From an optimization exercise on the open Yosys and OpenROAD flow, aimed at small area and a short achievable clock period; shortcuts taken in it are not production practice.
RTL that was checked went through simulation tests only; none was proved equivalent to the original.
No functional check of the RTL was part of runs 3 to 5.
No activity file was given, so power comes from the tool's default toggle rates.

[flow/run.sh]
#!/bin/bash
# synth_recipe.tcl (not shown) runs the flow's synth.tcl, then flattens the netlist and writes it again
# the make line also repeats each setting of config.mk as NAME=value (left out here)
make -C /OpenROAD-flow-scripts/flow DESIGN_CONFIG=/design/flow/config.mk WORK_HOME=/design/flow/orfs CLKGATE_MAP_FILE= SYNTH_SCRIPT=/design/flow/synth_recipe.tcl finish
[flow/config.mk]
export PLATFORM = sky130hd
export DESIGN_NAME = apb_regbank_slave
export DESIGN_NICKNAME = apb_regbank_slave
export VERILOG_FILES = /design/flow/design.v
export SDC_FILE = /design/flow/constraint.sdc
export NUM_CORES = 4
export LEC_CHECK = 0
export CAP_MARGIN = 20
export CORE_MARGIN = 2
export CORE_UTILIZATION = 60
export CTS_BUF_LIST = sky130_fd_sc_hd__clkbuf_16
export CTS_CLUSTER_DIAMETER = 50
export CTS_CLUSTER_SIZE = 24
export SETUP_SLACK_MARGIN = 2.8
export SLEW_MARGIN = 20
export SYNTH_HIERARCHICAL = 1
[flow/constraint.sdc]
create_clock -name core_clock -period 5.5 [get_ports {apb_clk}]
set_input_delay 1.1000 -clock core_clock [delete_from_list [all_inputs] [get_ports {apb_clk}]]
set_output_delay 1.1000 -clock core_clock [all_outputs]
set_load 0.01 [all_outputs]
[flow/design.v]
package apb_pkg;
    typedef enum logic {
        IDLE   = 1'b0,
        ACCESS = 1'b1
    } state_t;
    localparam int unsigned DATA_W          = 32;
    localparam int unsigned ADDR_W          = 8;
    localparam int unsigned WAIT_W          = 4;
    localparam int unsigned PROT_CNT_W      = 8;
    localparam int unsigned WAIT_CFG_OFFSET = 2;
    localparam int unsigned ID_OFFSET       = 1;
    localparam logic [DATA_W-1:0] ID_VALUE_DEFAULT = 32'hA5B0_0001;
endpackage
module apb_rd_mux
#(
    parameter int unsigned N = 32,
    parameter int unsigned W = 32
) (
    input  logic [N-1:0]   sel,
    input  logic [N*W-1:0] din,
    output logic [W-1:0]   dout
);
    always_comb begin
        dout = '0;
        for (int i = 0; i < N; i++) dout = dout | ({W{sel[i]}} & din[i*W +: W]);
    end
endmodule
module apb_row_upd
#(
    parameter int unsigned W = 32
) (
    input  logic         we,
    input  logic         hold,
    input  logic [W-1:0] q,
    input  logic [W-1:0] wd,
    output logic [W-1:0] d
);
    assign d = ({W{hold}} & q) | ({W{we}} & wd);
endmodule
module apb_regbank_slave
#(
    parameter int unsigned       NUM_REGS     = 32,
    parameter logic [apb_pkg::DATA_W-1:0] ID_VALUE     = apb_pkg::ID_VALUE_DEFAULT,
    parameter int unsigned       WAIT_DEFAULT = 0
) (
    input  logic                  apb_clk,
    input  logic                  sys_reset,
    input  logic                  apb_selx,
    input  logic                  apb_en,
    input  logic                  apb_write,
    input  logic [apb_pkg::ADDR_W-1:0]     apb_addr,
    input  logic [apb_pkg::DATA_W-1:0]     apb_wdata,
    output logic [apb_pkg::DATA_W-1:0]     apb_rdata,
    output logic                  apb_ready,
    output logic                  apb_slverr,
    output logic [apb_pkg::PROT_CNT_W-1:0] prot_err_cnt
);
    localparam int unsigned DW       = apb_pkg::DATA_W;
    localparam int unsigned WW       = apb_pkg::WAIT_W;
    localparam int unsigned WAIT_IDX = NUM_REGS - apb_pkg::WAIT_CFG_OFFSET;
    localparam int unsigned ID_IDX   = NUM_REGS - apb_pkg::ID_OFFSET;
    localparam int unsigned GP_REGS  = NUM_REGS - 2;
    logic                         state;       
    logic                         armed;       
    logic [WW-1:0]                wait_cnt;
    logic [WW-1:0]                wait_cfg;
    logic [apb_pkg::ADDR_W-1:0]   cap_addr;
    logic                         cap_write;
    logic [DW-1:0]                rd_q;
    logic                         err_q;
    logic [DW-1:0]                regs [GP_REGS];
    logic [GP_REGS-1:0]           valid;
    logic setup, abandon, ready_c;
    assign setup   = !state && apb_selx && !apb_en;
    assign abandon = state && !apb_selx;
    assign ready_c = armed && apb_selx && apb_en;
    always_ff @(posedge apb_clk or negedge sys_reset) begin
        if (!sys_reset) begin
            state <= 1'b0;
            armed <= 1'b0;
        end else if (setup) begin
            state <= 1'b1;
            armed <= (wait_cfg == '0);
        end else if (state && !(apb_selx && !apb_en)) begin
            state <= apb_selx && !armed;
            armed <= apb_selx && (wait_cnt == WW'(1));
        end
    end
    always_ff @(posedge apb_clk) begin
        if (setup)
            wait_cnt <= wait_cfg;
        else if (state && apb_selx && apb_en)
            wait_cnt <= wait_cnt - WW'(1);
    end
    logic [NUM_REGS-1:0] a_dec, c_dec;
    logic                a_hi, c_hi;
    always_comb begin
        for (int i = 0; i < NUM_REGS; i++) begin
            a_dec[i] = (apb_addr[4:0] == 5'(i));
            c_dec[i] = (cap_addr[4:0] == 5'(i));
        end
    end
    assign a_hi = |apb_addr[apb_pkg::ADDR_W-1:5];
    assign c_hi = |cap_addr[apb_pkg::ADDR_W-1:5];
    logic [GP_REGS-1:0]    rd_sel;
    logic [GP_REGS*DW-1:0] rd_din;
    logic [DW-1:0]         rd_gp, rd_c;
    always_comb begin
        for (int i = 0; i < GP_REGS; i++) begin
            rd_sel[i] = !a_hi && a_dec[i] && valid[i];
            rd_din[i*DW +: DW] = regs[i];
        end
    end
    apb_rd_mux #(.N(GP_REGS), .W(DW)) u_rd_mux (
        .sel  (rd_sel),
        .din  (rd_din),
        .dout (rd_gp)
    );
    assign rd_c = rd_gp
                | ({DW{!a_hi && a_dec[WAIT_IDX]}} & DW'(wait_cfg))
                | ({DW{!a_hi && a_dec[ID_IDX] && !apb_write}} & ID_VALUE);
    always_ff @(posedge apb_clk) begin
        if (!state) begin
            cap_addr  <= apb_addr;
            cap_write <= apb_write;
            rd_q      <= rd_c;
            err_q     <= a_hi || (apb_write && a_dec[ID_IDX]);
        end
    end
    logic          wr_new, wr_old;
    logic [DW-1:0] wd;
    assign wr_new = setup && apb_write && !a_hi;
    assign wr_old = abandon && cap_write && !c_hi;
    assign wd     = state ? rd_q : apb_wdata;
    for (genvar i = 0; i < GP_REGS; i++) begin : g_reg
        logic we;
        assign we = (wr_new && a_dec[i]) || (wr_old && c_dec[i]);
        always_ff @(posedge apb_clk or negedge sys_reset) begin
            if (!sys_reset) valid[i] <= 1'b0;
            else if (we)    valid[i] <= 1'b1;
        end
        logic [DW-1:0] d;
        apb_row_upd #(.W(DW)) u_upd (
            .we   (we),
            .hold (!we),
            .q    (regs[i]),
            .wd   (wd),
            .d    (d)
        );
        always_ff @(posedge apb_clk) regs[i] <= d;
    end
    always_ff @(posedge apb_clk or negedge sys_reset) begin
        if (!sys_reset)
            wait_cfg <= WW'(WAIT_DEFAULT);
        else if ((wr_new && a_dec[WAIT_IDX]) || (wr_old && c_dec[WAIT_IDX]))
            wait_cfg <= wd[WW-1:0];
    end
    assign apb_ready  = ready_c;
    assign apb_rdata  = rd_q;
    assign apb_slverr = err_q;
    logic                  violation_c;
    logic [apb_pkg::PROT_CNT_W-1:0] err_cnt;
    assign violation_c = state ? (!apb_selx || apb_write != cap_write || apb_addr != cap_addr)
                               : (apb_selx && apb_en);
    always_ff @(posedge apb_clk or negedge sys_reset) begin
        if (!sys_reset) begin
            err_cnt <= '0;
        end else if (violation_c && err_cnt != '1) begin
            err_cnt <= err_cnt + apb_pkg::PROT_CNT_W'(1);
        end
    end
    assign prot_err_cnt = err_cnt;
endmodule
==> results.ini, run 1 <==
[outcome]
status=finished clean

[layout]
post-route-util_pct=70.4
fill_cells=4629
fin_cells=4340
drive_gt1_share_pct=21.0
nets=3433
syn_to_final_growth_pct=16.4

[synthesis]
syn-cell-area_um2=39600
async_reset_ff_share_pct=4.19
post_synth.cell_area_avg_um2=12.2
synth_edf_count=46
yosysWarnings=10
synth_flop_cell=dfxtp_1
ys_types=59
ys_seq_area_share_pct=54.8
synth_top_area_share_pct=48.5
synth-seq-cells=1050
yosys-top-cells-area=dfxtp_1, a22o_1, a22oi_1
yosysTopAreaCell=dfxtp_1
syn_nets=3307
postSynthCellCount=3259

[place]
globalplace.congestion=0.924
dp_slack_ns=0.996
io_buffer_count=86
dp_hpwl_um=82300
placed_cells=4011

[clock_network]
cts_tree=done
clk_latency_ns=0.68
clk_pin_slew_ns=0.08
cts-root-buf=clkbuf_16
clockBufferDepth=3
cts_buffers=97
cts_sinks=1050
htreeDepth=3

[flow_run]
maxCapViolCount=0

[critical_path]
r2r-end=regs[4][31]
r2r_cells=7
required_ns=6.02
crit_type=input port to flip-flop
cp.arrival_ns=3.35
crit_path_end_kind=flip-flop
reg2reg_from=cap_addr[5]
path_max_fanout=11
ff2ff_setup_slack_ns=2.83
startpoint_type=input port

[detailed_routing]
routed-via-count=33400
wirelength_um=155000
via_per_inst=7.70
drc_errors=0
final_antenna_net_count=0
drt_iter0_markers=4952
dr.pass1.iters=7
wl_per_cell_um=35.7

[floorplanning]
fp.dieW_um=261
io_pins=87
initial_core_util_pct=60.4
rows=94
dieArea_um2=68100
die_y_um=261
core_area_um2=65500

[pwr]
power.net_switching_uw=4140
p_comb_share_pct=5.3
p_leak_uw=0.0180
seq_power_share_pct=49.6
p_per_area_nw_per_um2=352
pwr-share-clk_pct=45.1
peakVddDrop_mv=0.273
p_sw_share_pct=25.5
power.internal_uw=12100

[timing]
setup_viol=0
rsz0062_at_grt=yes
timing.final.crit_share_pct=51.3
final-hold-violation-count=0
setup-tns-final_ns=0
slew_viol_final=0
maxSlewHeadroom_pct=26.3
skew_ns=0.0386
fin_ws_ns=2.68
period_minus_slack_ns=2.82
tightestPinTransition_ns=1.10
max_freq_ghz=0.354

[global_route]
gr-usage-all-layers_pct=43.4
grt_max_degree=45
grt_pass1_wl_um=216000
gr-total-overflow=0
grt_pass1_vias=31400
grt_antenna_before_repair=11

[min_path]
hold_path_class=input port to async pin

power by group through the flow:
stage | logic [uW] | clock network (uW) | registers (uW)
floorplan | 444 | 0 | 8180
global placement | 735 | 0 | 8200
detailed placement | 756 | 0 | 8220
CTS | 818 | 7320 | 8040
global route | 898 | 7620 | 8070
finish | 861 | 7330 | 8060
layer usage:
metal	wire length [um]	up-vias	global-route usage, %
li1	-	13400	-
met3	21800	575	14.5
met2	63800	2718	61.3
met4	10200	12	23.9
met1	58900	16700	58.2
met5	185	-	0.556
cells in the final DEF (no fill, tap or decap), drive strengths merged, types with 12 or more instances in the layout:
master,synthesis,layout
nand2,35,35
nand4,104,104
a22oi,406,406
clkdlybuf4s50,0,40
dfrtp,44,44
clkbuf,37,105
or4,16,16
inv,35,65
clkinvlp,0,13
nor3,14,14
mux2,42,42
buf,251,212
and3,33,58
a22o,992,992
dfxtp,960,960
dlygate4sd2,0,26
a221oi,48,48
edfxtp,46,46
nor2,40,40
xnor2,12,12
clkinv,0,32
o22ai,19,19
nand3,26,26
nand2b,19,19
or2,30,30
worst max-delay path by stage:
stage,from,end,slack [ns]
after floorplan,apb_addr[4],rd_q[26],2.49
after global placement,apb_addr[1],rd_q[24],0.90
after detailed placement,apb_addr[0],rd_q[24],1.0
after CTS,apb_addr[1],rd_q[21],2.79
after global routing,apb_addr[6],rd_q[2],2.73
final,apb_addr[1],rd_q[2],2.68
kinds of logic (layout without fill, tap and decap cells):
group / count (synthesis) / after routing / share of synthesized area, %
simple gates: 341 / 366 / 5.07
compound gates: 1486 / 1486 / 31.7
buf+inv: 323 / 507 / 6.76
xor+xnor: 14 / 14 / 0.310
flops: 1050 / 1050 / 54.8
mux: 42 / 42 / 1.23
other cells: 0 / 8 / 0
fa+ha+maj: 3 / 3 / 0.0948
stage by stage:
step | hold slack (ns) | instance area [um2] | total power [uW]
after floorplan | 0.424 | 40200 | 8620
after global placement | 0.440 | 40300 | 8940
after detailed placement | 0.442 | 40300 | 8970
after CTS | 0.463 | 45300 | 16200
after global routing | 0.475 | 46100 | 16600
final | 0.435 | 46100 | 16200
registers in the layout (all words and copies together) (netlist names), 4 cells and up:
name / flops
regs: 960
rd_q: 32
valid: 30
cap_addr: 8
err_cnt: 8
wait_cfg: 4
wait_cnt: 4
final cells by class:
type | count | area (um2) | share of cell area (%)
diodes | 8 | 20.0 | 0.0434
repair buffers | 289 | 3020 | 6.54
inverters | 35 | 165 | 0.358
repair inverters | 1 | 7.51 | 0.0163
clock inverters | 80 | 972 | 2.11
clock buffers | 102 | 2550 | 5.54
flip-flops and latches | 1050 | 21700 | 47.1
well taps | 864 | 1080 | 2.34
multi-input cells | 1911 | 16600 | 36.0
repair_timing:
| action | CTS | global route |
|---|---|---|
| buffers inserted | 81 | 28 |
| endpoints found under the setup margin | 1046 | 319 |
| pin swaps | 43 | 40 |
| endpoints found under the hold margin | 0 | 0 |
| gates cloned | 22 | 8 |
| hold buffers | 0 | 0 |
| gates resized for setup | 217 | 88 |
critical path: stages:
cell and delay (ns):
buf_16 0.12, buf_12 0.13, buf_12 0.11, nor3_4 0.62, and3_4 0.52, buf_12 0.16, a22oi_2 0.08, nand4_1 0.16
nor2_4 0.10, nand4_1 0.12, a21o_1 0.09
synth_stat cells, types with 6 or more instances:
cell / count
and3_1: 33
buf_2: 55
clkbuf_1: 37
inv_1: 35
nand2b_1: 19
a221oi_1: 48
a21oi_1: 6
or2_1: 21
or2_2: 9
nor3_1: 14
a22oi_1: 405
buf_1: 9
dfxtp_1: 960
a22o_2: 60
o22ai_1: 11
buf_6: 185
nand3_1: 25
nand2_1: 34
xnor2_1: 12
a22o_1: 932
or4_1: 16
nor2_1: 39
dfrtp_1: 44
mux2_2: 37
o22ai_2: 7
nand4_1: 103
edfxtp_1: 46
==> run 2: changes to the inputs <==
--- a/flow/design.v
+++ b/flow/design.v
@@ -14,15 +14,43 @@
 module apb_rd_mux
 #(
-    parameter int unsigned N = 32,
-    parameter int unsigned W = 32
+    parameter int unsigned N    = 30,
+    parameter int unsigned W    = 32,
+    parameter int unsigned WW   = 4,
+    parameter logic [W-1:0] KVAL = '0
 ) (
     input  logic [N-1:0]   sel,
     input  logic [N*W-1:0] din,
+    input  logic           sel_w,
+    input  logic [WW-1:0]  wdin,
+    input  logic           sel_k,
     output logic [W-1:0]   dout
 );
-    always_comb begin
-        dout = '0;
-        for (int i = 0; i < N; i++) dout = dout | ({W{sel[i]}} & din[i*W +: W]);
-    end
+    localparam int unsigned G = N / 3;
+    for (genvar b = 0; b < W; b++) begin : g_bit
+        logic [G-1:0] grp_n;
+        for (genvar g = 0; g < G; g++) begin : g_grp
+            apb_aoi222 u_aoi (
+                .a0 (sel[3*g]),   .b0 (din[(3*g)*W + b]),
+                .a1 (sel[3*g+1]), .b1 (din[(3*g+1)*W + b]),
+                .a2 (sel[3*g+2]), .b2 (din[(3*g+2)*W + b]),
+                .y  (grp_n[g])
+            );
+        end
+        logic extra;
+        always_comb begin
+            extra = 1'b0;
+            for (int i = 3*G; i < N; i++) extra = extra | (sel[i] & din[i*W + b]);
+            if (b < WW) extra = extra | (sel_w & wdin[b % WW]);
+            if (KVAL[b]) extra = extra | sel_k;
+        end
+        assign dout[b] = !(&grp_n) || extra;
+    end
+endmodule
+module apb_aoi222
+(
+    input  logic a0, b0, a1, b1, a2, b2,
+    output logic y
+);
+    assign y = !((a0 && b0) || (a1 && b1) || (a2 && b2));
 endmodule
 module apb_row_upd
@@ -67,12 +95,13 @@
     logic [apb_pkg::ADDR_W-1:0]   cap_addr;
     logic                         cap_write;
+    logic [DW-1:0]                cap_wdata;
     logic [DW-1:0]                rd_q;
     logic                         err_q;
     logic [DW-1:0]                regs [GP_REGS];
     logic [GP_REGS-1:0]           valid;
-    logic setup, abandon, ready_c;
+    logic setup, go, ready_c;
     assign setup   = !state && apb_selx && !apb_en;
-    assign abandon = state && !apb_selx;
-    assign ready_c = armed && apb_selx && apb_en;
+    assign go      = apb_selx && apb_en;
+    assign ready_c = armed && go;
     always_ff @(posedge apb_clk or negedge sys_reset) begin
         if (!sys_reset) begin
@@ -90,5 +119,5 @@
         if (setup)
             wait_cnt <= wait_cfg;
-        else if (state && apb_selx && apb_en)
+        else if (state && go)
             wait_cnt <= wait_cnt - WW'(1);
     end
@@ -105,5 +134,5 @@
     logic [GP_REGS-1:0]    rd_sel;
     logic [GP_REGS*DW-1:0] rd_din;
-    logic [DW-1:0]         rd_gp, rd_c;
+    logic [DW-1:0]         rd_c;
     always_comb begin
         for (int i = 0; i < GP_REGS; i++) begin
@@ -112,28 +141,26 @@
         end
     end
-    apb_rd_mux #(.N(GP_REGS), .W(DW)) u_rd_mux (
-        .sel  (rd_sel),
-        .din  (rd_din),
-        .dout (rd_gp)
+    apb_rd_mux #(.N(GP_REGS), .W(DW), .WW(WW), .KVAL(ID_VALUE)) u_rd_mux (
+        .sel   (rd_sel),
+        .din   (rd_din),
+        .sel_w (!a_hi && a_dec[WAIT_IDX]),
+        .wdin  (wait_cfg),
+        .sel_k (!a_hi && a_dec[ID_IDX] && !apb_write),
+        .dout  (rd_c)
     );
-    assign rd_c = rd_gp
-                | ({DW{!a_hi && a_dec[WAIT_IDX]}} & DW'(wait_cfg))
-                | ({DW{!a_hi && a_dec[ID_IDX] && !apb_write}} & ID_VALUE);
     always_ff @(posedge apb_clk) begin
         if (!state) begin
             cap_addr  <= apb_addr;
             cap_write <= apb_write;
+            cap_wdata <= apb_wdata;
             rd_q      <= rd_c;
             err_q     <= a_hi || (apb_write && a_dec[ID_IDX]);
         end
     end
-    logic          wr_new, wr_old;
-    logic [DW-1:0] wd;
-    assign wr_new = setup && apb_write && !a_hi;
-    assign wr_old = abandon && cap_write && !c_hi;
-    assign wd     = state ? rd_q : apb_wdata;
+    logic wr_arm;
+    assign wr_arm = armed && cap_write && !c_hi;
     for (genvar i = 0; i < GP_REGS; i++) begin : g_reg
         logic we;
-        assign we = (wr_new && a_dec[i]) || (wr_old && c_dec[i]);
+        assign we = wr_arm && c_dec[i] && go;
         always_ff @(posedge apb_clk or negedge sys_reset) begin
             if (!sys_reset) valid[i] <= 1'b0;
@@ -145,5 +172,5 @@
             .hold (!we),
             .q    (regs[i]),
-            .wd   (wd),
+            .wd   (cap_wdata),
             .d    (d)
         );
@@ -153,6 +180,6 @@
         if (!sys_reset)
             wait_cfg <= WW'(WAIT_DEFAULT);
-        else if ((wr_new && a_dec[WAIT_IDX]) || (wr_old && c_dec[WAIT_IDX]))
-            wait_cfg <= wd[WW-1:0];
+        else if (wr_arm && c_dec[WAIT_IDX] && go)
+            wait_cfg <= cap_wdata[WW-1:0];
     end
     assign apb_ready  = ready_c;
==> flow/flow/run.sh (new file) <==
#!/bin/bash
# The standard layout, with plain buffers (not delay cells) on the ports.
set -euo pipefail
export BUFFER_PORTS_ARGS="-buffer_cell sky130_fd_sc_hd__buf_2"
bash standard.sh > standard.log 2>&1
==> flow/standard.sh (new file) <==
#!/bin/bash
# synth_recipe.tcl (not shown) runs the flow's synth.tcl, then flattens the netlist and writes it again
# the make line also repeats each setting of config.mk as NAME=value (left out here)
make -C /OpenROAD-flow-scripts/flow DESIGN_CONFIG=/design/flow/config.mk WORK_HOME=/design/flow/orfs CLKGATE_MAP_FILE= SYNTH_SCRIPT=/design/flow/synth_recipe.tcl "${@:-finish}"
--- a/flow/config.mk
+++ b/flow/config.mk
@@ -8,8 +8,8 @@
 export CAP_MARGIN = 20
 export CORE_MARGIN = 2
-export CORE_UTILIZATION = 60
+export CORE_UTILIZATION = 55
 export CTS_BUF_LIST = sky130_fd_sc_hd__clkbuf_16
-export CTS_CLUSTER_DIAMETER = 50
-export CTS_CLUSTER_SIZE = 24
+export CTS_CLUSTER_DIAMETER = 90
+export CTS_CLUSTER_SIZE = 28
 export SETUP_SLACK_MARGIN = 2.8
 export SLEW_MARGIN = 20
removed: flow/run.sh
==> run 2 against run 1 <==
Via count down 8.5%. Highest routed layer unchanged. Worst setup slack worse by 0.16 ns. Critical path type unchanged. Cell count down 6.0%. Largest power group unchanged. Still clean on timing, DRC and antenna. Design area down 8.4%. Combinational power down 34%. Core utilization down 9.9 points.
==> results.ini, run 2 <==
[outcome]
status=finished clean

[min_path]
min_path_cells=1
holdPathEnd=valid[26]
worstHoldStart=valid[26]
hold_path_class=flip-flop to flip-flop

[layout]
reg_top3=regs: 960 flops, cap_wdata: 32 flops, rd_q: 32 flops
syn_to_final_growth_pct=9.23
regMostFlops=regs
design_area_um2=42200
drive_gt1_share_pct=17.3
nets=3160
largest_reg_flops=960
fill_cells=5586
fin_cells=4079
final_cell_mix=dfxtp_1, a22o_1, a222oi_1, buf_4, edfxtp_1
layout.cells.most_common=dfxtp_1

[critical_path]
required_ns=5.88
path_max_fanout=7
path_buf_inv=2
reg2reg_from=cap_write
r2r_cells=9
cp_top_family=compound AO/OA/AOI/OAI gates
ff2ff_setup_slack_ns=2.80
startpoint_type=input port
critPathSlowestCell=a222oi_1
critical_path.most_common_cell=nor3_4
r2r-end=regs[5][31]
crit_type=input port to flip-flop
cp_cell_sequence=buf_8, nor3_4, nand2_4, nor3_4, buf_12, and3_4, a222oi_1, nand4_1, a2111o_1
critPathMaxStageDelay_ns=0.78
cp.arrival_ns=3.36
crit_path_end_kind=flip-flop

[clock_network]
cts_buffers=45
htreeDepth=2
clk_latency_ns=0.63
cts-root-buf=clkbuf_16
cts_tree=done
cts_sinks=1082
cts_hold_buf=0
clk_pin_slew_ns=0.11
clockBufferDepth=3

[floorplanning]
initial_core_util_pct=55.4
rows=97
die_y_um=269
io_pins=87
fp.dieW_um=269
dieArea_um2=72400
core_area_um2=69800

[synthesis]
postSynthCellCount=2926
async_reset_ff_share_pct=4.07
ys_seq_area_share_pct=58.6
syn-cell-area_um2=38700
ys_types=45
syn_nets=2974
synth.most_common_cell=dfxtp_1
synth_top_area_share_pct=49.7
post_synth.cell_area_avg_um2=13.2
synth_flop_cell=dfxtp_1
yosysTopAreaCell=dfxtp_1
synth_edf_count=78
synth-seq-cells=1082
yosys-top-cells-area=dfxtp_1, a22o_1, a222oi_1
yosysWarnings=10
synth_common_cells=dfxtp_1, a22o_1, a222oi_1

[detailed_routing]
drt_iter0_markers=5778
via_per_inst=7.49
wirelength_um=143000
dr.pass1.iters=9
final_antenna_net_count=0
drc_errors=0
wl_per_cell_um=35.2
routed-via-count=30600

[timing]
final-hold-violation-count=0
slew_viol_final=0
maxSlewHeadroom_pct=39.1
tightestPinTransition_ns=0.913
rsz0062_at_grt=yes
timing.final.crit_share_pct=54.2
holdWs_ns=0.483
setup-tns-final_ns=0
max_freq_ghz=0.335
fin_ws_ns=2.52
skew_ns=0.0184
period_minus_slack_ns=2.98
setup_viol=0

[place]
io_buffer_count=86
placed_cells=3852
globalplace.congestion=0.878
dp_slack_ns=1.59
dp_hpwl_um=76800
place_area_um2=39000

[flow_run]
maxCapViolCount=0

[global_route]
gr-total-overflow=0
grt_pass1_wl_um=204000
grt_max_degree=58
grt_pass1_vias=28600
gr-usage-all-layers_pct=38.3
grt_antenna_before_repair=6

[pwr]
p_leak_uw=0.0165
peakVddDrop_mv=0.265
p_per_area_nw_per_um2=303

-- run 2: cell types whose count changed in the layout (fill, tap and decap cells not counted), moves of 40 or more --
cell	previous run	this run
clkbuf_16	105	45
clkdlybuf4s50_1	40	0
a222oi_1	0	320
a22oi_2	60	0
buf_2	2	76
nand4_1	103	57
a22oi_1	345	0
-- run 2: kinds of logic (layout without fill, tap and decap cells) --
family                     after synthesis  count (layout)  share of synthesized area (%)
and+or+nand+nor                        300             331                           4.40
adders and majority gates                3               3                         0.0971
other                                    0               1                              0
AOI/OAI and AO/OA                     1296            1296                           30.6
buffers and inverters                  220             401                           5.70
muxes                                    8               8                          0.230
DFF                                   1082            1082                           58.6
xor gates and xnor gates                17              17                          0.385
-- run 2: repair_timing --
item	CTS	global route
resized for setup	110	36
setup buffers	67	42
gates cloned	30	4
setup endpoints to repair	432	469
pin swaps	111	90
-- run 2: per-module statistics from Yosys, one instance, submodules excluded, excerpt --
| module | copies in the design | area (um2) | cells |
|---|---|---|---|
| apb_aoi222 | 320 | 10.0 | 1 |
| apb_regbank_slave | 1 | 24200 | 1338 |
-- run 2: layout make-up --
class / instances / area, um2 / share of cell area (%)
multi-input cells: 1655 / 14500 / 34.3
inverters: 35 / 209 / 0.495
well taps: 940 / 1180 / 2.79
repair inverters: 2 / 12.5 / 0.0296
repair buffers: 291 / 2430 / 5.75
flip-flops and latches: 1082 / 22700 / 53.7
clock buffers: 45 / 1130 / 2.67
diodes: 1 / 2.50 / 0.00593
clock inverters: 28 / 134 / 0.317
-- run 2: per-stage QoR --
| step | utilization (%) | total power (uW) |
|---|---|---|
| 2_1_floorplan | - | 8610 |
| 3_3_place_gp | 55.9 | 8840 |
| 3_5_place_dp | 55.9 | 8860 |
| 4_1_cts | 59.6 | 12800 |
| 5_1_grt | 60.5 | 13100 |
| 6_report | 60.5 | 12800 |
-- run 2: layer usage --
| metal | routed length [um] | up-vias | GRT usage, % |
|---|---|---|---|
| met5 | 81 | - | 0 |
| met4 | 6840 | 10 | 16.7 |
| met3 | 18400 | 305 | 10.6 |
| met2 | 61000 | 2096 | 55.5 |
| met1 | 57100 | 15500 | 53.6 |
| li1 | - | 12700 | - |
-- run 2: worst reg2reg max path, cell delays in order, from the launching register on --
cell and delay [ns]:
edfxtp_1 0.44, and4bb_1 0.27, nor3b_4 0.16, buf_4 0.17
buf_4 0.14, nand3_1 0.06, buf_4 0.46, clkinvlp_4 0.36
buf_4 0.30, a22o_2 0.26
-- run 2: power by group --
group	switching, uW	total [uW]	leakage (uW)	internal [uW]
Clock	2490	4010	0.000697	1520
Sequential	132	8200	0.00914	8070
Combinational	352	565	0.00664	213
Total	2970	12800	0.0165	9800
-- run 2: worst max-delay path by stage --
stage / from / to / slack (ns) / cells after the start
2_1_floorplan: apb_addr[6] / rd_q[1] / 2.80 / 7
6_report: apb_addr[5] / rd_q[3] / 2.52 / 9
3_5_place_dp: apb_addr[1] / rd_q[3] / 1.59 / 8
4_1_cts: apb_addr[0] / rd_q[3] / 2.70 / 8
5_1_grt: apb_addr[0] / rd_q[5] / 2.70 / 8
3_3_place_gp: apb_addr[1] / rd_q[15] / 1.65 / 8
==> run 3: changes to the inputs <==
--- a/flow/design.v
+++ b/flow/design.v
@@ -24,9 +24,15 @@
     input  logic [WW-1:0]  wdin,
     input  logic           sel_k,
-    output logic [W-1:0]   dout
+    output logic [W-1:0]   dout_n
 );
     localparam int unsigned G = N / 3;
     for (genvar b = 0; b < W; b++) begin : g_bit
-        logic [G-1:0] grp_n;
+        localparam int unsigned XW = (b < WW) ? 1 : 0;
+        localparam int unsigned XK = KVAL[b] ? 1 : 0;
+        localparam int unsigned T  = G + XW + XK;
+        localparam int unsigned P0 = (T + 2) / 3;
+        localparam int unsigned P1 = (T + 1) / 3;
+        localparam int unsigned P2 = T / 3;
+        logic [T-1:0] grp_n;
         for (genvar g = 0; g < G; g++) begin : g_grp
             apb_aoi222 u_aoi (
@@ -37,13 +43,32 @@
             );
         end
-        logic extra;
-        always_comb begin
-            extra = 1'b0;
-            for (int i = 3*G; i < N; i++) extra = extra | (sel[i] & din[i*W + b]);
-            if (b < WW) extra = extra | (sel_w & wdin[b % WW]);
-            if (KVAL[b]) extra = extra | sel_k;
-        end
-        assign dout[b] = !(&grp_n) || extra;
-    end
+        if (XW) begin : g_xw
+            assign grp_n[G] = !(sel_w && wdin[b % WW]);
+        end
+        if (XK) begin : g_xk
+            assign grp_n[G+XW] = !sel_k;
+        end
+        logic [2:0] part;
+        apb_nand #(.N(P0)) u_nand0 (.a(grp_n[P0-1:0]),        .y(part[0]));
+        apb_nand #(.N(P1)) u_nand1 (.a(grp_n[P0+P1-1:P0]),    .y(part[1]));
+        apb_nand #(.N(P2)) u_nand2 (.a(grp_n[T-1:P0+P1]),     .y(part[2]));
+        apb_nor3 u_nor (.a(part[0]), .b(part[1]), .c(part[2]), .y(dout_n[b]));
+    end
+endmodule
+module apb_nand
+#(
+    parameter int unsigned N = 4
+) (
+    input  logic [N-1:0] a,
+    output logic         y
+);
+    assign y = !(&a);
+endmodule
+module apb_nor3
+(
+    input  logic a, b, c,
+    output logic y
+);
+    assign y = !(a || b || c);
 endmodule
 module apb_aoi222
@@ -96,5 +121,5 @@
     logic                         cap_write;
     logic [DW-1:0]                cap_wdata;
-    logic [DW-1:0]                rd_q;
+    logic [DW-1:0]                rd_qn;       
     logic                         err_q;
     logic [DW-1:0]                regs [GP_REGS];
@@ -134,5 +159,5 @@
     logic [GP_REGS-1:0]    rd_sel;
     logic [GP_REGS*DW-1:0] rd_din;
-    logic [DW-1:0]         rd_c;
+    logic [DW-1:0]         rd_cn;
     always_comb begin
         for (int i = 0; i < GP_REGS; i++) begin
@@ -147,5 +172,5 @@
         .wdin  (wait_cfg),
         .sel_k (!a_hi && a_dec[ID_IDX] && !apb_write),
-        .dout  (rd_c)
+        .dout_n (rd_cn)
     );
     always_ff @(posedge apb_clk) begin
@@ -154,13 +179,30 @@
             cap_write <= apb_write;
             cap_wdata <= apb_wdata;
-            rd_q      <= rd_c;
+            rd_qn     <= rd_cn;
             err_q     <= a_hi || (apb_write && a_dec[ID_IDX]);
         end
     end
-    logic wr_arm;
-    assign wr_arm = armed && cap_write && !c_hi;
+    logic warm, warm_n, warm_c;
+    always_comb begin
+        if (setup)
+            warm_c = (wait_cfg == '0) && apb_write && !a_hi;
+        else if (state && !(apb_selx && !apb_en))
+            warm_c = apb_selx && (wait_cnt == WW'(1)) && cap_write && !c_hi;
+        else
+            warm_c = armed && cap_write && !c_hi;
+    end
+    always_ff @(posedge apb_clk or negedge sys_reset) begin
+        if (!sys_reset) begin
+            warm   <= 1'b0;
+            warm_n <= 1'b1;
+        end else begin
+            warm   <= warm_c;
+            warm_n <= !warm_c;
+        end
+    end
     for (genvar i = 0; i < GP_REGS; i++) begin : g_reg
-        logic we;
-        assign we = wr_arm && c_dec[i] && go;
+        logic we, hold;
+        assign we   = warm && c_dec[i] && go;
+        assign hold = warm_n || !c_dec[i] || !go;
         always_ff @(posedge apb_clk or negedge sys_reset) begin
             if (!sys_reset) valid[i] <= 1'b0;
@@ -170,5 +212,5 @@
         apb_row_upd #(.W(DW)) u_upd (
             .we   (we),
-            .hold (!we),
+            .hold (hold),
             .q    (regs[i]),
             .wd   (cap_wdata),
@@ -180,9 +222,9 @@
         if (!sys_reset)
             wait_cfg <= WW'(WAIT_DEFAULT);
-        else if (wr_arm && c_dec[WAIT_IDX] && go)
+        else if (warm && c_dec[WAIT_IDX] && go)
             wait_cfg <= cap_wdata[WW-1:0];
     end
     assign apb_ready  = ready_c;
-    assign apb_rdata  = rd_q;
+    assign apb_rdata  = ~rd_qn;
     assign apb_slverr = err_q;
     logic                  violation_c;
==> run 3 against run 2 <==
Still clean. Power up 1.1%. Global-route usage up 1.7 points. Maximum frequency up 3.1%. Synthesized cell count up 2.7%. Core utilization up 1.1 points. Synthesized area up 1.0%. Worst setup slack better by 0.089 ns. Clock-buffer cell count up 2. Combinational power up 8.0%. Design area up 2.3%. Highest routed layer unchanged.
==> results.ini, run 3 <==
[timing]
setup_viol=0
setup-tns-final_ns=0
rsz0062_at_grt=yes
slew_viol_final=0
period_minus_slack_ns=2.89
final-hold-violation-count=0
skew_ns=0.0332
tightestPinTransition_ns=1.20
max_freq_ghz=0.346
timing.final.crit_share_pct=52.6
maxSlewHeadroom_pct=19.6

[global_route]
grt_pass1_vias=29600
grt_max_degree=55
grt_antenna_before_repair=5
gr-usage-all-layers_pct=40.0
gr-total-overflow=0
grt_pass1_wl_um=215000

[layout]
multi_input_area_um2=14900
syn_to_final_growth_pct=10.6
final_cell_mix=dfxtp_1, a22o_1, a222oi_1, buf_4, edfxtp_1
drive_gt1_share_pct=19.0
post-route-util_pct=61.6
reg_top3=regs: 960 flops, cap_wdata: 32 flops, rd_qn: 32 flops
register_area_um2=22700
fill_cells=5593
design_area_um2=43200
fin_cells=4171
layout.cells.most_common=dfxtp_1
nets=3249
regMostFlops=regs
largest_reg_flops=960

[synthesis]
syn_nets=3052
postSynthCellCount=3004
ys_seq_area_share_pct=58.2
yosysTopAreaCell=dfxtp_1
synth.most_common_cell=dfxtp_1
async_reset_ff_share_pct=4.24
post_synth.cell_area_avg_um2=13.0
synth_flop_cell=dfxtp_1
yosysWarnings=9
synth_edf_count=78
ys_types=41
synth_common_cells=dfxtp_1, a22o_1, a222oi_1
yosys-top-cells-area=dfxtp_1, a22o_1, a222oi_1
synth_top_area_share_pct=49.2
syn-cell-area_um2=39000
synth-seq-cells=1084

[place]
io_buffer_count=86
place_area_um2=39700
dp_hpwl_um=80300
globalplace.congestion=0.862
placed_cells=3934

[detailed_routing]
wl_per_cell_um=36.7
drt_iter0_markers=5917
route.met3.wl_um=19100
wl_met2_um=65100
via_per_inst=7.61
drc_errors=0
top_layer_used=met5
wirelength_um=153000
dr.pass1.iters=7
final_antenna_net_count=0
wl_met1_um=58500
routed-via-count=31800

[clock_network]
cts-root-buf=clkbuf_16
cts_sinks=1084
clk_latency_ns=0.67
cts_hold_buf=0
clk_pin_slew_ns=0.11
clockBufferDepth=3
htreeDepth=2
cts_tree=done
cts_buffers=45

[critical_path]
cp.arrival_ns=3.40
crit_type=input port to flip-flop
critPathMaxStageDelay_ns=0.99
cp_cell_sequence=buf_6, nor2_1, clkbuf_8, and3_4, buf_4, a222oi_1, nand3_1, nor3_2
reg2reg_from=valid[24]
path_max_fanout=6
startpoint_type=input port
required_ns=6.01
critPathSlowestCell=a222oi_1
startpoint=apb_addr[0]
crit_path_end_kind=flip-flop

[floorplanning]
core_area_um2=70100
fp.dieW_um=270
rows=97
initial_core_util_pct=55.7
die_y_um=270
dieArea_um2=73100
io_pins=87

[pwr]
p_comb_share_pct=4.7
p_per_area_nw_per_um2=299
power.net_switching_uw=3060
p_sw_share_pct=23.7
seq_power_share_pct=63.3
pwr-share-clk_pct=32.0
p_leak_uw=0.0168
peakVddDrop_mv=0.361
power.internal_uw=9850

[outcome]
status=finished clean

[min_path]
hold_path_class=flip-flop to flip-flop
worstHoldStart=regs[5][23]

[flow_run]
maxCapViolCount=0

==> run 3: final cells by class <==
cell class              instances  share of cell area, %
clock inverters                27                  0.330
diodes                          3                 0.0174
well taps                     940                   2.72
repair buffers                311                   6.69
inverters                      39                  0.348
flip-flops and latches       1084                   52.6
multi-input cells            1720                   34.6
clock buffers                  47                   2.72
==> run 3: cells by family after synthesis <==
logic type,synth area share [%]
AOI/OAI and AO/OA,30.2
xor gates and xnor gates,0.292
adders and majority gates,0.0962
buffers and inverters,5.69
DFF,58.2
muxes,0.269
and+or+nand+nor,5.30
==> run 3: path summary, 6_finish.rpt <==
| path | slack, ns | cells after the start | to |
|---|---|---|---|
| worst max-delay path | 2.61 | 8 | rd_qn[14] |
| max in group asynchronous | 4.48 | 2 | valid[28] |
| min in group asynchronous | 0.54 | 2 | state |
| worst min register to register | 0.49 | 1 | regs[5][23] |
| worst max register to register | 2.93 | 5 | rd_qn[14] |
| worst min-delay path | 0.49 | 1 | regs[5][23] |
==> run 3: power groups by stage <==
stage	clock network, uW	registers [uW]	logic (uW)
floorplan	0	8420	198
global placement	0	8340	539
detailed placement	0	8340	555
CTS	4130	8170	576
global route	4410	8190	636
finish	4130	8180	610
==> run 3: repair_timing <==
item / CTS / global route
setup buffers: 53 / 74
gates cloned: 30 / 0
pin swaps: 59 / 46
endpoints found under the setup margin: 219 / 34
gates resized for setup: 80 / 47
==> run 3: routing by layer <==
layer | vias up | track usage (%)
li1 | 12900 | -
met1 | 16000 | 53.0
met2 | 2347 | 58.9
met3 | 461 | 10.6
met4 | 4 | 23.6
met5 | - | 0
==> run 3: through the flow <==
step,power [uW],setup WS (ns),hold WS (ns)
after floorplan,8620,2.74,0.430
after detailed placement,8900,1.15,0.445
after global routing,13200,2.69,0.507
after global placement,8880,1.20,0.442
after CTS,12900,2.67,0.496
final,12900,2.61,0.494
==> run 3: per-module statistics from Yosys, one instance, submodules excluded, a selection <==
| module | times used | cells | flops+latches | cell area [um2] |
|---|---|---|---|---|
| apb_aoi222 | 320 | 1 | 0 | 10.0 |
| apb_nor3 | 32 | 1 | 0 | 10.0 |
| apb_regbank_slave | 1 | 1411 | 1084 | 24500 |
==> run 3: worst max-delay path: cells and delay by family <==
kind | cells | cell delay, ns
AOI/OAI and AO/OA | 1 | 0.99
buffers and inverters | 3 | 0.43
and+or+nand+nor | 4 | 0.88
==> run 4: changes to the inputs <==
--- a/flow/config.mk
+++ b/flow/config.mk
@@ -12,5 +12,5 @@
 export CTS_CLUSTER_DIAMETER = 90
 export CTS_CLUSTER_SIZE = 28
-export SETUP_SLACK_MARGIN = 2.8
+export SETUP_SLACK_MARGIN = 3.0
 export SLEW_MARGIN = 20
 export SYNTH_HIERARCHICAL = 1
==> run 4 against run 3 <==
Still clean. Critical path type unchanged. Via count up 1.9%. Clock power about the same. Flip-flop and latch count unchanged. Register-to-register slack worse by 0.12 ns. Synthesized area unchanged. Global-route usage up 0.74 points. Non-clock buffer count up 53.
==> results.ini, run 4 <==
[outcome]
status=finished clean

[global_route]
gr-usage-all-layers_pct=40.8
grt_max_degree=47
gr-total-overflow=0
grt_pass1_wl_um=219000
grt_antenna_before_repair=3
grt_pass1_vias=29900

[floorplanning]
fp.dieW_um=270
rows=97
initial_core_util_pct=55.7
dieArea_um2=73100
io_pins=87
core_area_um2=70100
die_y_um=270

[pwr]
power.internal_uw=9860
p_leak_uw=0.0173
p_comb_share_pct=5.0
p_sw_share_pct=23.7
p_per_area_nw_per_um2=292
seq_power_share_pct=63.3
peakVddDrop_mv=0.265
pwr-share-clk_pct=31.7
power.net_switching_uw=3050

[timing]
slew_viol_final=0
timing.final.crit_share_pct=54.4
skew_ns=0.0364
tightestPinTransition_ns=1.29
final-hold-violation-count=0
setup_viol=0
rsz0062_at_grt=yes
fin_ws_ns=2.51
max_freq_ghz=0.334
setup-tns-final_ns=0
period_minus_slack_ns=2.99
maxSlewHeadroom_pct=13.8

[synthesis]
ys_seq_area_share_pct=58.2
post_synth.cell_area_avg_um2=13.0
syn-cell-area_um2=39000
synth-seq-cells=1084
synth_flop_cell=dfxtp_1
ys_types=41
synth_xor_area_share_pct=0.292
synth_top_area_share_pct=49.2
synth_edf_count=78
synth-simple-area-share_pct=5.30
synth_compound_area_share_pct=30.2
synth.most_common_cell=dfxtp_1
postSynthCellCount=3004
yosysWarnings=9
synth_adder_area_share_pct=0.0961
synth_top_family_by_area=compound AO/OA/AOI/OAI gates
syn_nets=3052
yosysTopAreaCell=dfxtp_1
yosys-top-cells-area=dfxtp_1, a22o_1, a222oi_1
synth_common_cells=dfxtp_1, a22o_1, a222oi_1
synthMuxAreaShare_pct=0.269
async_reset_ff_share_pct=4.24

[critical_path]
crit_path_end_kind=flip-flop
path_max_fanout=8
startpoint_type=input port
r2r_cells=4
crit_type=input port to flip-flop
required_ns=5.98
cp.arrival_ns=3.47

[layout]
nets=3319
largest_reg_flops=960
regMostFlops=regs
drive_gt1_share_pct=21.4
layout.cells.most_common=dfxtp_1
final_cell_mix=dfxtp_1, a22o_1, a222oi_1, buf_4, edfxtp_1
reg_top3=regs: 960 flops, cap_wdata: 32 flops, rd_qn: 32 flops
syn_to_final_growth_pct=13.3

[clock_network]
cts_hold_buf=0
clk_latency_ns=0.65
cts_tree=done
cts-root-buf=clkbuf_16
cts_sinks=1084
cts_buffers=45
clockBufferDepth=3
clk_pin_slew_ns=0.11
htreeDepth=2

[place]
io_buffer_count=86
dp_hpwl_um=78900
globalplace.congestion=0.860
dp_slack_ns=1.43

[detailed_routing]
drc_errors=0
wl_per_cell_um=37.0
final_antenna_net_count=0
routed-via-count=32400
wirelength_um=157000
drt_iter0_markers=6741
dr.pass1.iters=10
via_per_inst=7.64

[min_path]
min_path_cells=1
hold_path_class=flip-flop to flip-flop

[flow_run]
maxCapViolCount=0

## run 4: per-module statistics from Yosys, one instance, submodules excluded, excerpt
module / times used / cell area, um2 / cells
apb_regbank_slave: 1 / 24500 / 1411
apb_aoi222: 320 / 10.0 / 1
apb_nor3: 32 / 10.0 / 1
## run 4: worst paths after layout
path                              start            to  slack [ns]
setup / recovery            apb_addr[3]     rd_qn[30]        2.51
hold / removal             regs[25][19]  regs[25][19]        0.49
setup reg to reg              valid[27]     rd_qn[30]        2.81
hold reg to reg            regs[25][19]  regs[25][19]        0.49
max in group asynchronous     sys_reset     valid[22]        4.45
min in group asynchronous     sys_reset    err_cnt[0]        0.55
## run 4: final cells by class
| cell class | count | area (um2) |
|---|---|---|
| Timing Repair Buffer | 364 | 3650 |
| Tap cell | 940 | 1180 |
| Multi-Input combinational cell | 1737 | 15200 |
| Sequential cell | 1084 | 22700 |
| Clock buffer | 47 | 1180 |
| Inverter | 39 | 150 |
| Clock inverter | 24 | 110 |
| Antenna cell | 1 | 2.50 |
| Fill cell | 5527 | 25900 |
## run 4: what timing repair did
action                                  4_1_cts  5_1_grt
endpoints found under the setup margin      607      785
gates resized for setup                     155       20
setup buffers                               115       70
pin swaps                                   132      108
cloned                                       43        6
## run 4: power by group through the flow
stage / sequential, uW / combinational, uW / clock, uW
after detailed placement: 8340 / 557 / 0
after CTS: 8170 / 618 / 4090
after floorplan: 8420 / 200 / 0
final: 8170 / 641 / 4100
after global placement: 8340 / 543 / 0
after global routing: 8190 / 669 / 4380
## run 4: worst max-delay path, stage by stage
cell,delay [ns]
buf_4,0.18
nand2_4,0.13
nor2_4,0.08
and3_4,0.25
a222oi_1,1.04
nand3_1,0.42
nor3_2,0.26
## run 4: cells by family (layout without fill, tap and decap cells)
group,after synthesis,after routing
xor gates and xnor gates,13,13
and+or+nand+nor,367,414
AOI/OAI and AO/OA,1298,1298
other,0,1
adders and majority gates,3,3
DFF,1084,1084
buffers and inverters,230,474
muxes,9,9
## run 4: stage by stage
step	hold WS (ns)	cells	power [uW]	area [um2]	util, %
CTS	0.489	4156	12900	43200	61.5
global placement	0.442	3925	8880	39500	56.3
finish	0.493	4236	12900	44200	63.0
detailed placement	0.443	3927	8900	39500	56.4
floorplan	0.430	3004	8620	39100	-
global route	0.505	4235	13200	44200	63.0
## run 4: routing by layer
layer | GRT usage (%) | part of all wire (%) | wire (um)
met2 | 59.4 | 42 | 66300
met5 | 0 | 0.026 | 41
met1 | 55.0 | 38 | 59500
met3 | 10.9 | 13 | 20700
met4 | 22.6 | 6.6 | 10300
==> run 5: changes to the inputs <==
--- a/flow/config.mk
+++ b/flow/config.mk
@@ -12,5 +12,5 @@
 export CTS_CLUSTER_DIAMETER = 90
 export CTS_CLUSTER_SIZE = 28
-export SETUP_SLACK_MARGIN = 3.0
-export SLEW_MARGIN = 20
+export SETUP_SLACK_MARGIN = 2.8
+export SLEW_MARGIN = 50
 export SYNTH_HIERARCHICAL = 1
==> run 5 against run 4 <==
First-iteration DRC count fell by 8.2%. Non-clock buffer count decreased by 37. Cell count shrank 1.1%. Critical path type unchanged.
==> results.ini, run 5 <==
[outcome]
status=finished clean

[synthesis]
yosysWarnings=9
syn_nets=3052
synth-seq-cells=1084
yosysTopAreaCell=dfxtp_1
post_synth.cell_area_avg_um2=13.0
postSynthCellCount=3004
synth_common_cells=dfxtp_1, a22o_1, a222oi_1
yosys-top-cells-area=dfxtp_1, a22o_1, a222oi_1
synth_edf_count=78
ys_seq_area_share_pct=58.2
synth.most_common_cell=dfxtp_1
syn-cell-area_um2=39000
synth_flop_cell=dfxtp_1
async_reset_ff_share_pct=4.24
synth_top_area_share_pct=49.2
ys_types=41

[timing]
maxSlewHeadroom_pct=32.4
skew_ns=0.0311
slew_viol_final=0
max_freq_ghz=0.352
rsz0062_at_grt=yes
final-hold-violation-count=0
period_minus_slack_ns=2.84
setup-tns-final_ns=0
holdWs_ns=0.494
tightestPinTransition_ns=1.01
timing.final.crit_share_pct=51.7
setup_viol=0

[clock_network]
clk_latency_ns=0.65
cts_sinks=1084
cts_tree=done
clk_pin_slew_ns=0.12
cts-root-buf=clkbuf_16
htreeDepth=2
cts_buffers=45
clockBufferDepth=3

[detailed_routing]
wl_per_cell_um=36.6
via_per_inst=7.66
drt_iter0_markers=6188
dr.pass1.iters=10
drc_errors=0
final_antenna_net_count=0
wirelength_um=153000
routed-via-count=32100

[floorplanning]
io_pins=87
die_y_um=270
dieArea_um2=73100
rows=97
fp.dieW_um=270
initial_core_util_pct=55.7
core_area_um2=70100

[critical_path]
cp_cell_sequence=buf_2, and2_4, buf_4, buf_4, and3_4, a222oi_1, nand3_2, nor3_2
crit_path_end_kind=flip-flop
cp_top_family=simple AND/OR/NAND/NOR gates
critical_path.most_common_cell=buf_4
critPathSlowestCell=a222oi_1
path_max_fanout=8
path_buf_inv=3
cp.arrival_ns=3.34
crit_type=input port to flip-flop
critPathMaxStageDelay_ns=0.90
ff2ff_setup_slack_ns=2.90
startpoint_type=input port
required_ns=6.00

[layout]
final_cell_mix=dfxtp_1, a22o_1, a222oi_1, buf_4, buf_2
fin_cells=4188
drive_gt1_share_pct=19.6
nets=3267
largest_reg_flops=960
layout.cells.most_common=dfxtp_1
syn_to_final_growth_pct=11.4
reg_top3=regs: 960 flops, cap_wdata: 32 flops, rd_qn: 32 flops
regMostFlops=regs

[place]
io_buffer_count=86
placed_cells=3967
globalplace.congestion=0.862
dp_hpwl_um=82400

[pwr]
p_per_area_nw_per_um2=298
peakVddDrop_mv=0.308
p_leak_uw=0.0170

[min_path]
hold_path_class=input port to async pin

[global_route]
grt_pass1_wl_um=214000
grt_pass1_vias=29800
grt_max_degree=55
gr-usage-all-layers_pct=39.7
gr-total-overflow=0
grt_antenna_before_repair=4

[flow_run]
maxCapViolCount=0

run 5: worst register-to-register path, stage by stage (launching register included):
cell and delay (ns):
edfxtp_1 0.76, nor2b_1 0.38, nand2_1 0.21, nor2_4 0.59, buf_4 0.43, a22o_1 0.19
run 5: final timing paths:
path	start	end	depth (start not counted)
max in group asynchronous	sys_reset	warm_n	2
min in group core_clock	valid[15]	valid[15]	1
worst min-delay path	sys_reset	err_cnt[2]	2
worst min register to register	valid[15]	valid[15]	1
worst max register to register	cap_addr[1]	regs[10][19]	5
worst max-delay path	apb_addr[1]	rd_qn[16]	8
run 5: cells by family after synthesis:
kind of cell | Yosys count | share of synthesized area (%)
simple gates | 367 | 5.30
buf+inv | 230 | 5.69
xor+xnor | 13 | 0.292
compound gates | 1298 | 30.2
mux | 9 | 0.269
fa+ha+maj | 3 | 0.0962
flops | 1084 | 58.2
run 5: report_power, final:
part | internal [uW] | switching (uW) | total [uW] | leakage [uW]
registers | 8070 | 101 | 8170 | 0.00905
clock network | 1660 | 2530 | 4180 | 0.000745
logic | 192 | 410 | 602 | 0.00717
total | 9920 | 3040 | 13000 | 0.0170
run 5: metal layers:
metal	up-vias	wire length, um	track usage, %
met1	16200	59900	53.4
met5	-	13	0
met2	2451	65900	57.8
met4	2	9800	24.8
li1	12900	-	-
met3	467	17500	9.24
run 5: what timing repair did:
item | CTS | global route
cloned | 28 | 4
pin swaps | 44 | 57
endpoints found under the setup margin | 33 | 33
gates resized for setup | 58 | 40
buffers inserted | 37 | 68
hold buffers | 0 | 0
run 5: per-module statistics from Yosys, one instance, submodules excluded, excerpt:
module             area (um2)  cells inside  times used  flip-flops and latches
apb_regbank_slave       24500          1411           1                    1084
apb_aoi222               10.0             1         320                       0
apb_nor3                 10.0             1          32                       0
run 5: stage by stage:
stage | util (%) | power, uW | setup WS, ns | instance area, um2
after floorplan | - | 8620 | 2.74 | 39100
after global placement | 56.3 | 8880 | 1.20 | 39500
after detailed placement | 57.2 | 8900 | 1.35 | 40100
after CTS | 60.4 | 12900 | 2.80 | 42400
after global routing | 62.0 | 13300 | 2.76 | 43500
final | 62.0 | 13000 | 2.66 | 43500
run 5: cell type report:
class                   instances  area, um2
clock inverters                27        159
multi-input cells            1722      15000
repair buffers                327       3090
inverters                      39        150
clock buffers                  48       1200
diodes                          1       2.50
fillers                      5547      26700
flip-flops and latches       1084      22700
well taps                     940       1180
==> run 6: changes to the inputs <==
--- a/flow/design.v
+++ b/flow/design.v
@@ -183,26 +183,9 @@
         end
     end
-    logic warm, warm_n, warm_c;
-    always_comb begin
-        if (setup)
-            warm_c = (wait_cfg == '0) && apb_write && !a_hi;
-        else if (state && !(apb_selx && !apb_en))
-            warm_c = apb_selx && (wait_cnt == WW'(1)) && cap_write && !c_hi;
-        else
-            warm_c = armed && cap_write && !c_hi;
-    end
-    always_ff @(posedge apb_clk or negedge sys_reset) begin
-        if (!sys_reset) begin
-            warm   <= 1'b0;
-            warm_n <= 1'b1;
-        end else begin
-            warm   <= warm_c;
-            warm_n <= !warm_c;
-        end
-    end
+    logic wr_arm;
+    assign wr_arm = armed && cap_write && !c_hi;
     for (genvar i = 0; i < GP_REGS; i++) begin : g_reg
-        logic we, hold;
-        assign we   = warm && c_dec[i] && go;
-        assign hold = warm_n || !c_dec[i] || !go;
+        logic we;
+        assign we = wr_arm && c_dec[i] && go;
         always_ff @(posedge apb_clk or negedge sys_reset) begin
             if (!sys_reset) valid[i] <= 1'b0;
@@ -212,5 +195,5 @@
         apb_row_upd #(.W(DW)) u_upd (
             .we   (we),
-            .hold (hold),
+            .hold (!we),
             .q    (regs[i]),
             .wd   (cap_wdata),
@@ -222,5 +205,5 @@
         if (!sys_reset)
             wait_cfg <= WW'(WAIT_DEFAULT);
-        else if (warm && c_dec[WAIT_IDX] && go)
+        else if (wr_arm && c_dec[WAIT_IDX] && go)
             wait_cfg <= cap_wdata[WW-1:0];
     end
--- a/flow/config.mk
+++ b/flow/config.mk
@@ -13,4 +13,4 @@
 export CTS_CLUSTER_SIZE = 28
 export SETUP_SLACK_MARGIN = 2.8
-export SLEW_MARGIN = 50
+export SLEW_MARGIN = 20
 export SYNTH_HIERARCHICAL = 1
==> run 6 against run 5 <==
Synthesized area shrank 0.38%. Largest cell class unchanged. Routed wire length grew 0.15%. First-iteration DRC count grew 4.0%. Die area shrank 0.37%. Clock skew grew 0.0066 ns. Hold slack gained 0.00085 ns. Flip-flop and latch count shrank 2. Core utilization shrank 1.1 points. Power is essentially flat.
==> results.ini, run 6 <==
[detailed_routing]
drt_iter0_markers=6436
wl_per_cell_um=37.2
wirelength_um=153000
routed-via-count=31800
final_antenna_net_count=0
drc_errors=0
dr.pass1.iters=10
via_per_inst=7.73

[synthesis]
synth_common_cells=dfxtp_1, a22o_1, a222oi_1
synth_top_area_share_pct=49.4
async_reset_ff_share_pct=4.07
synth.most_common_cell=dfxtp_1
postSynthCellCount=2965
synth_flop_cell=dfxtp_1
yosysTopAreaCell=dfxtp_1
ys_types=47
yosys-top-cells-area=dfxtp_1, a22o_1, a222oi_1
ys_seq_area_share_pct=58.3
syn-cell-area_um2=38900
synth-seq-cells=1082
post_synth.cell_area_avg_um2=13.1
synth_edf_count=78
syn_nets=3013
yosysWarnings=9

[clock_network]
cts_sinks=1082
cts_tree=done
cts-root-buf=clkbuf_16
cts_hold_buf=0
htreeDepth=2
clk_pin_slew_ns=0.11
cts_buffers=45
clk_latency_ns=0.66
clockBufferDepth=3

[timing]
skew_ns=0.0377
period_minus_slack_ns=2.80
tightestPinTransition_ns=0.880
maxSlewHeadroom_pct=41.3
max_freq_ghz=0.357
setup_viol=0
rsz0062_at_grt=yes
slew_viol_final=0
final-hold-violation-count=0
setup-tns-final_ns=0
timing.final.crit_share_pct=51.0
holdWs_ns=0.494

[layout]
nets=3196
final_cell_mix=dfxtp_1, a22o_1, a222oi_1, buf_4, edfxtp_1
largest_reg_flops=960
regMostFlops=regs
reg_top3=regs: 960 flops, cap_wdata: 32 flops, rd_qn: 32 flops
layout.cells.most_common=dfxtp_1
drive_gt1_share_pct=18.2
syn_to_final_growth_pct=9.69

[critical_path]
crit_path_end_kind=flip-flop
startpoint_type=input port
path_max_fanout=6
crit_type=input port to flip-flop
cp.arrival_ns=3.29
r2r_cells=8
ff2ff_setup_slack_ns=2.81
r2r-end=regs[0][5]
startpoint=apb_addr[7]
crit_end=rd_qn[30]
reg2reg_from=armed
required_ns=5.98

[pwr]
power.internal_uw=9910
seq_power_share_pct=62.9
p_sw_share_pct=23.6
p_comb_share_pct=4.5
pwr-share-clk_pct=32.5
p_leak_uw=0.0167
p_per_area_nw_per_um2=304
power.net_switching_uw=3050
power_uw=13000
peakVddDrop_mv=0.397

[floorplanning]
dieArea_um2=72900
rows=97
core_area_um2=70000
fp.dieW_um=270
initial_core_util_pct=55.5
io_pins=87
die_y_um=270

[place]
dp_hpwl_um=81700
io_buffer_count=86
globalplace.congestion=0.859

[flow_run]
maxCapViolCount=0

[global_route]
grt_pass1_vias=29800
grt_pass1_wl_um=216000
grt_max_degree=45
grt_antenna_before_repair=3
gr-usage-all-layers_pct=40.1
gr-total-overflow=0

[outcome]
status=finished clean

[min_path]
hold_path_class=flip-flop to flip-flop

==> run 6: cell count changes after synthesis, moves of 7 or more <==
cell	delta
nand2_1	-25
nor2_1	-33
nand2b_1	+14
nor3_1	-7
or2_2	-21
inv_1	+30
==> run 6: logic make-up (layout without fill, tap and decap cells) <==
family                     count (synthesis)  in the layout  share of synthesized area, %
DFF                                     1082           1082                          58.3
adders and majority gates                  3              3                        0.0965
buffers and inverters                    256            432                          5.99
and+or+nand+nor                          305            341                          4.77
other                                      0              1                             0
muxes                                      8              8                         0.228
xor gates and xnor gates                  15             15                         0.338
AOI/OAI and AO/OA                       1296           1296                          30.3
==> run 6: per-stage QoR <==
stage          cells  area (um2)  util (%)  setup slack [ns]
6_report        4118       42700      60.9              2.70
4_1_cts         4050       41700      59.6              2.79
5_1_grt         4117       42700      60.9              2.76
3_3_place_gp    3905       39300      56.1              1.42
2_1_floorplan   2965       39000         -              2.77
3_5_place_dp    3906       39300      56.1              1.44
==> run 6: cell type report <==
cell class,count,area (um2)
Antenna cell,1,2.50
Clock buffer,50,1250
Clock inverter,26,129
Fill cell,5640,27400
Inverter,69,329
Multi-Input combinational cell,1663,14700
Sequential cell,1082,22700
Tap cell,940,1180
Timing Repair Buffer,286,2450
Timing Repair inverter,1,7.51
==> run 6: critical path, stage by stage <==
cell and delay (ns):
buf_4 0.11, nor3_4 0.06, nand2b_4 0.18, buf_12 0.14
nor2_4 0.06, and3_4 0.21, a222oi_1 0.66, nand4_1 0.51
nor3_2 0.26
==> run 6: power groups by stage <==
stage               Clock [uW]  Combinational, uW  Sequential (uW)
global route              4500                608             8180
CTS                       4220                554             8160
global placement             0                505             8330
detailed placement           0                527             8330
finish                    4220                585             8160
floorplan                    0                178             8410
==> run 6: worst min path at each step <==
stage                      from     endpoint  cells past startpoint
floorplan              valid[0]     valid[0]                      1
global placement      valid[28]    valid[28]                      1
detailed placement    valid[18]    valid[18]                      1
CTS                 regs[27][3]  regs[27][3]                      1
global route        regs[26][6]  regs[26][6]                      1
finish              regs[2][18]  regs[2][18]                      1
==> run 6: per-module statistics from Yosys, one instance, submodules excluded, a selection <==
module / cells / times used
apb_aoi222: 1 / 320
apb_regbank_slave: 1372 / 1
apb_nor3: 1 / 32
==> run 6: repair_timing <==
| action | CTS | global route |
|---|---|---|
| pin swaps | 45 | 29 |
| buffers inserted | 34 | 63 |
| endpoints found under the setup margin | 564 | 371 |
| resized for setup | 107 | 47 |
| gates cloned | 34 | 4 |
==> run 6: routing by layer <==
metal	global-route usage [%]	share of wire, %	up-vias
li1	-	-	12800
met1	52.9	38	16100
met2	59.5	43	2436
met3	10.3	12	497
met4	23.7	7.2	4
met5	0	0.018	-
==> run 7: changes to the inputs <==
--- a/flow/config.mk
+++ b/flow/config.mk
@@ -12,5 +12,5 @@
 export CTS_CLUSTER_DIAMETER = 90
 export CTS_CLUSTER_SIZE = 28
-export SETUP_SLACK_MARGIN = 2.8
-export SLEW_MARGIN = 20
+export SETUP_SLACK_MARGIN = 2.95
+export SLEW_MARGIN = 50
 export SYNTH_HIERARCHICAL = 1
==> run 7 against run 6 <==
Worst setup slack worse by 0.042 ns. Power is 1.7% lower. Still clean on timing, DRC and antenna. Largest cell class unchanged. Register-to-register slack improved by 0.19 ns. Sequential power hardly changed. Non-clock buffer count up 79. Routed wire length decreased by 1.8%. First-iteration DRC count shrank 5.6%. Via count shrank 0.81%. Sequential share of layout area decreased by 1.1 points.
==> results.ini, run 7 <==
[outcome]
status=finished clean

[place]
globalplace.congestion=0.855
io_buffer_count=86
placed_cells=3907
dp_hpwl_um=80100

[floorplanning]
io_pins=87
dieArea_um2=72900
die_y_um=270
core_area_um2=70000
initial_core_util_pct=55.5
rows=97
fp.dieW_um=270

[timing]
skew_ns=0.0285
timing.final.crit_share_pct=51.7
maxSlewHeadroom_pct=47.1
tightestPinTransition_ns=0.793
max_freq_ghz=0.351
rsz0062_at_grt=yes
holdWs_ns=0.494
slew_viol_final=0
period_minus_slack_ns=2.85
setup_viol=0
setup-tns-final_ns=0
final-hold-violation-count=0

[detailed_routing]
via_per_inst=7.53
drc_errors=0
drt_iter0_markers=6077
final_antenna_net_count=0
wirelength_um=151000
routed-via-count=31600
wl_per_cell_um=35.9
dr.pass1.iters=11

[layout]
reg_top3=regs: 960 flops, cap_wdata: 32 flops, rd_qn: 32 flops
regMostFlops=regs
layout.cells.most_common=dfxtp_1
diodes=0
final_cell_mix=dfxtp_1, a22o_1, a222oi_1, buf_4, edfxtp_1
largest_reg_flops=960
drive_gt1_share_pct=20.4
syn_to_final_growth_pct=12.1
fin_cells=4191
nets=3274

[synthesis]
yosysTopAreaCell=dfxtp_1
synth_flop_cell=dfxtp_1
async_reset_ff_share_pct=4.07
synth-seq-cells=1082
syn_nets=3013
post_synth.cell_area_avg_um2=13.1
postSynthCellCount=2965
synth_edf_count=78
synth_common_cells=dfxtp_1, a22o_1, a222oi_1
ys_types=47
synth_top_area_share_pct=49.4
yosysWarnings=9
synth.most_common_cell=dfxtp_1
syn-cell-area_um2=38900
ys_seq_area_share_pct=58.3
yosys-top-cells-area=dfxtp_1, a22o_1, a222oi_1

[clock_network]
cts-root-buf=clkbuf_16
clk_latency_ns=0.65
clk_pin_slew_ns=0.11
cts_buffers=44
htreeDepth=2
cts_tree=done
cts_sinks=1082
cts_hold_buf=0
clockBufferDepth=3

[critical_path]
cp_cell_sequence=buf_8, nor3_4, buf_6, nand2b_4, buf_4, nor2_4, buf_12, buf_6, and3_4, buf_12, a222oi_1, nand4_1, nor3_2
critPathSlowestCell=a222oi_1
path_max_fanout=5
r2r_cells=8
required_ns=6.00
crit_type=input port to flip-flop
cp.arrival_ns=3.34
ff2ff_setup_slack_ns=3.00
r2r-end=regs[9][14]
critPathMaxStageDelay_ns=0.53
cp_top_family=simple AND/OR/NAND/NOR gates
startpoint_type=input port
crit_path_end_kind=flip-flop
path_buf_inv=6
reg2reg_from=cap_addr[6]

[global_route]
gr-total-overflow=0
grt_max_degree=45
grt_pass1_vias=29900
grt_pass1_wl_um=215000
gr-usage-all-layers_pct=39.6
grt_antenna_before_repair=0

[pwr]
p_leak_uw=0.0171
p_per_area_nw_per_um2=292
peakVddDrop_mv=0.287

[min_path]
hold_path_class=flip-flop to flip-flop
worstHoldStart=regs[11][16]
holdPathEnd=regs[11][16]
min_path_cells=1

[flow_run]
maxCapViolCount=0

run 7: cell counts after synthesis:
No cell type changed its count.
run 7: kinds of logic after synthesis:
family / synth area share (%)
buf+inv: 5.99
xor+xnor: 0.338
compound gates: 30.3
fa+ha+maj: 0.0965
simple gates: 4.77
mux: 0.228
flops: 58.3
run 7: cell type report:
type / count / area (um2)
flip-flops and latches: 1082 / 22700
repair buffers: 365 / 3440
fillers: 5485 / 26400
well taps: 940 / 1180
multi-input cells: 1664 / 14800
clock inverters: 26 / 100
clock buffers: 45 / 1130
inverters: 69 / 338
run 7: per-stage QoR:
| stage | setup WS [ns] | cell area, um2 | util [%] | power [uW] |
|---|---|---|---|---|
| global placement | 1.44 | 39300 | 56.1 | 8830 |
| finish | 2.65 | 43600 | 62.3 | 12700 |
| CTS | 2.83 | 43000 | 61.3 | 12700 |
| detailed placement | 1.64 | 39500 | 56.3 | 8850 |
| global route | 2.69 | 43600 | 62.3 | 13100 |
| floorplan | 2.77 | 39000 | - | 8590 |
run 7: where the power goes:
part           total (uW)  switching (uW)  internal, uW
clock network        3990            2480          1500
logic                 602             401           201
registers            8160             104          8060
total               12700            2990          9760
run 7: how the worst max path moves through the flow:
stage	start	endpoint	slack, ns	depth (start not counted)
finish	apb_addr[5]	rd_qn[31]	2.65	13
global route	apb_addr[6]	rd_qn[20]	2.69	10
CTS	apb_addr[7]	rd_qn[13]	2.83	12
detailed placement	apb_addr[7]	rd_qn[20]	1.64	8
global placement	apb_addr[7]	rd_qn[3]	1.44	8
floorplan	apb_addr[7]	rd_qn[0]	2.77	6
run 7: repair_timing:
item                                    4_1_cts  5_1_grt
cloned                                       36        3
pin swaps                                   137       64
endpoints found under the setup margin      441      440
gates resized for setup                     129       41
setup buffers                               123       49
run 7: routing by layer:
layer  share of wire [%]  global-route usage (%)
met4                 6.6                    23.6
met1                  39                    53.3
met3                  12                    10.0
met2                  42                    57.5
met5                   0                       0
run 7: modules after synthesis (local to each module, per instance), excerpt:
| module | area, um2 | copies in the design | flops+latches | cells |
|---|---|---|---|---|
| apb_aoi222 | 10.0 | 320 | 0 | 1 |
| apb_nor3 | 10.0 | 32 | 0 | 1 |
| apb_regbank_slave | 24300 | 1 | 1082 | 1372 |

[afterwards: timing with drivers on the ports]
How much do the figures lean on ideal ports? The routed layouts below were timed once more, with nothing changed but the port constraints. Step 1 (the two cells are an assumption about what drives the block):
set clk [get_ports {apb_clk}]
set_driving_cell -lib_cell sky130_fd_sc_hd__clkbuf_16 $clk
set_driving_cell -lib_cell sky130_fd_sc_hd__buf_2 [delete_from_list [all_inputs] $clk]
Step 2 times the ports against the registers' clock, not the clock port: input delays grow and output delays shrink by t, the midpoint of the rising clock arrivals with the driver on. a / b / c = ideal ports / drivers / drivers and shift; a / b = the first two.
run	t (ns)	slack for setup (ns)	worst setup path at the end	clock arrival spread, ns	pins driven straight from the clock port
run 1	0.734	2.678 / 2.689 / 1.955	input to register	0.039 / 0.039	1
run 2	0.692	2.519 / 2.522 / 1.830	input to register	0.022 / 0.022	1
run 3	0.711	2.608 / 2.623 / 1.912	input to register	0.049 / 0.050	1
run 4	0.706	2.506 / 2.511 / 1.805	input to register	0.037 / 0.038	1
run 5	0.703	2.656 / 2.698 / 1.995	input to register	0.043 / 0.043	1
run 6	0.712	2.697 / 2.729 / 2.017	input to register	0.045 / 0.044	1
run 7	0.700	2.655 / 2.669 / 1.969	input to register	0.030 / 0.030	1
After both steps setup and hold are still met in every run listed. For run 1, which loses most, drivers alone change the setup slack by +0.011 ns; drivers and shift together by -0.723 ns.
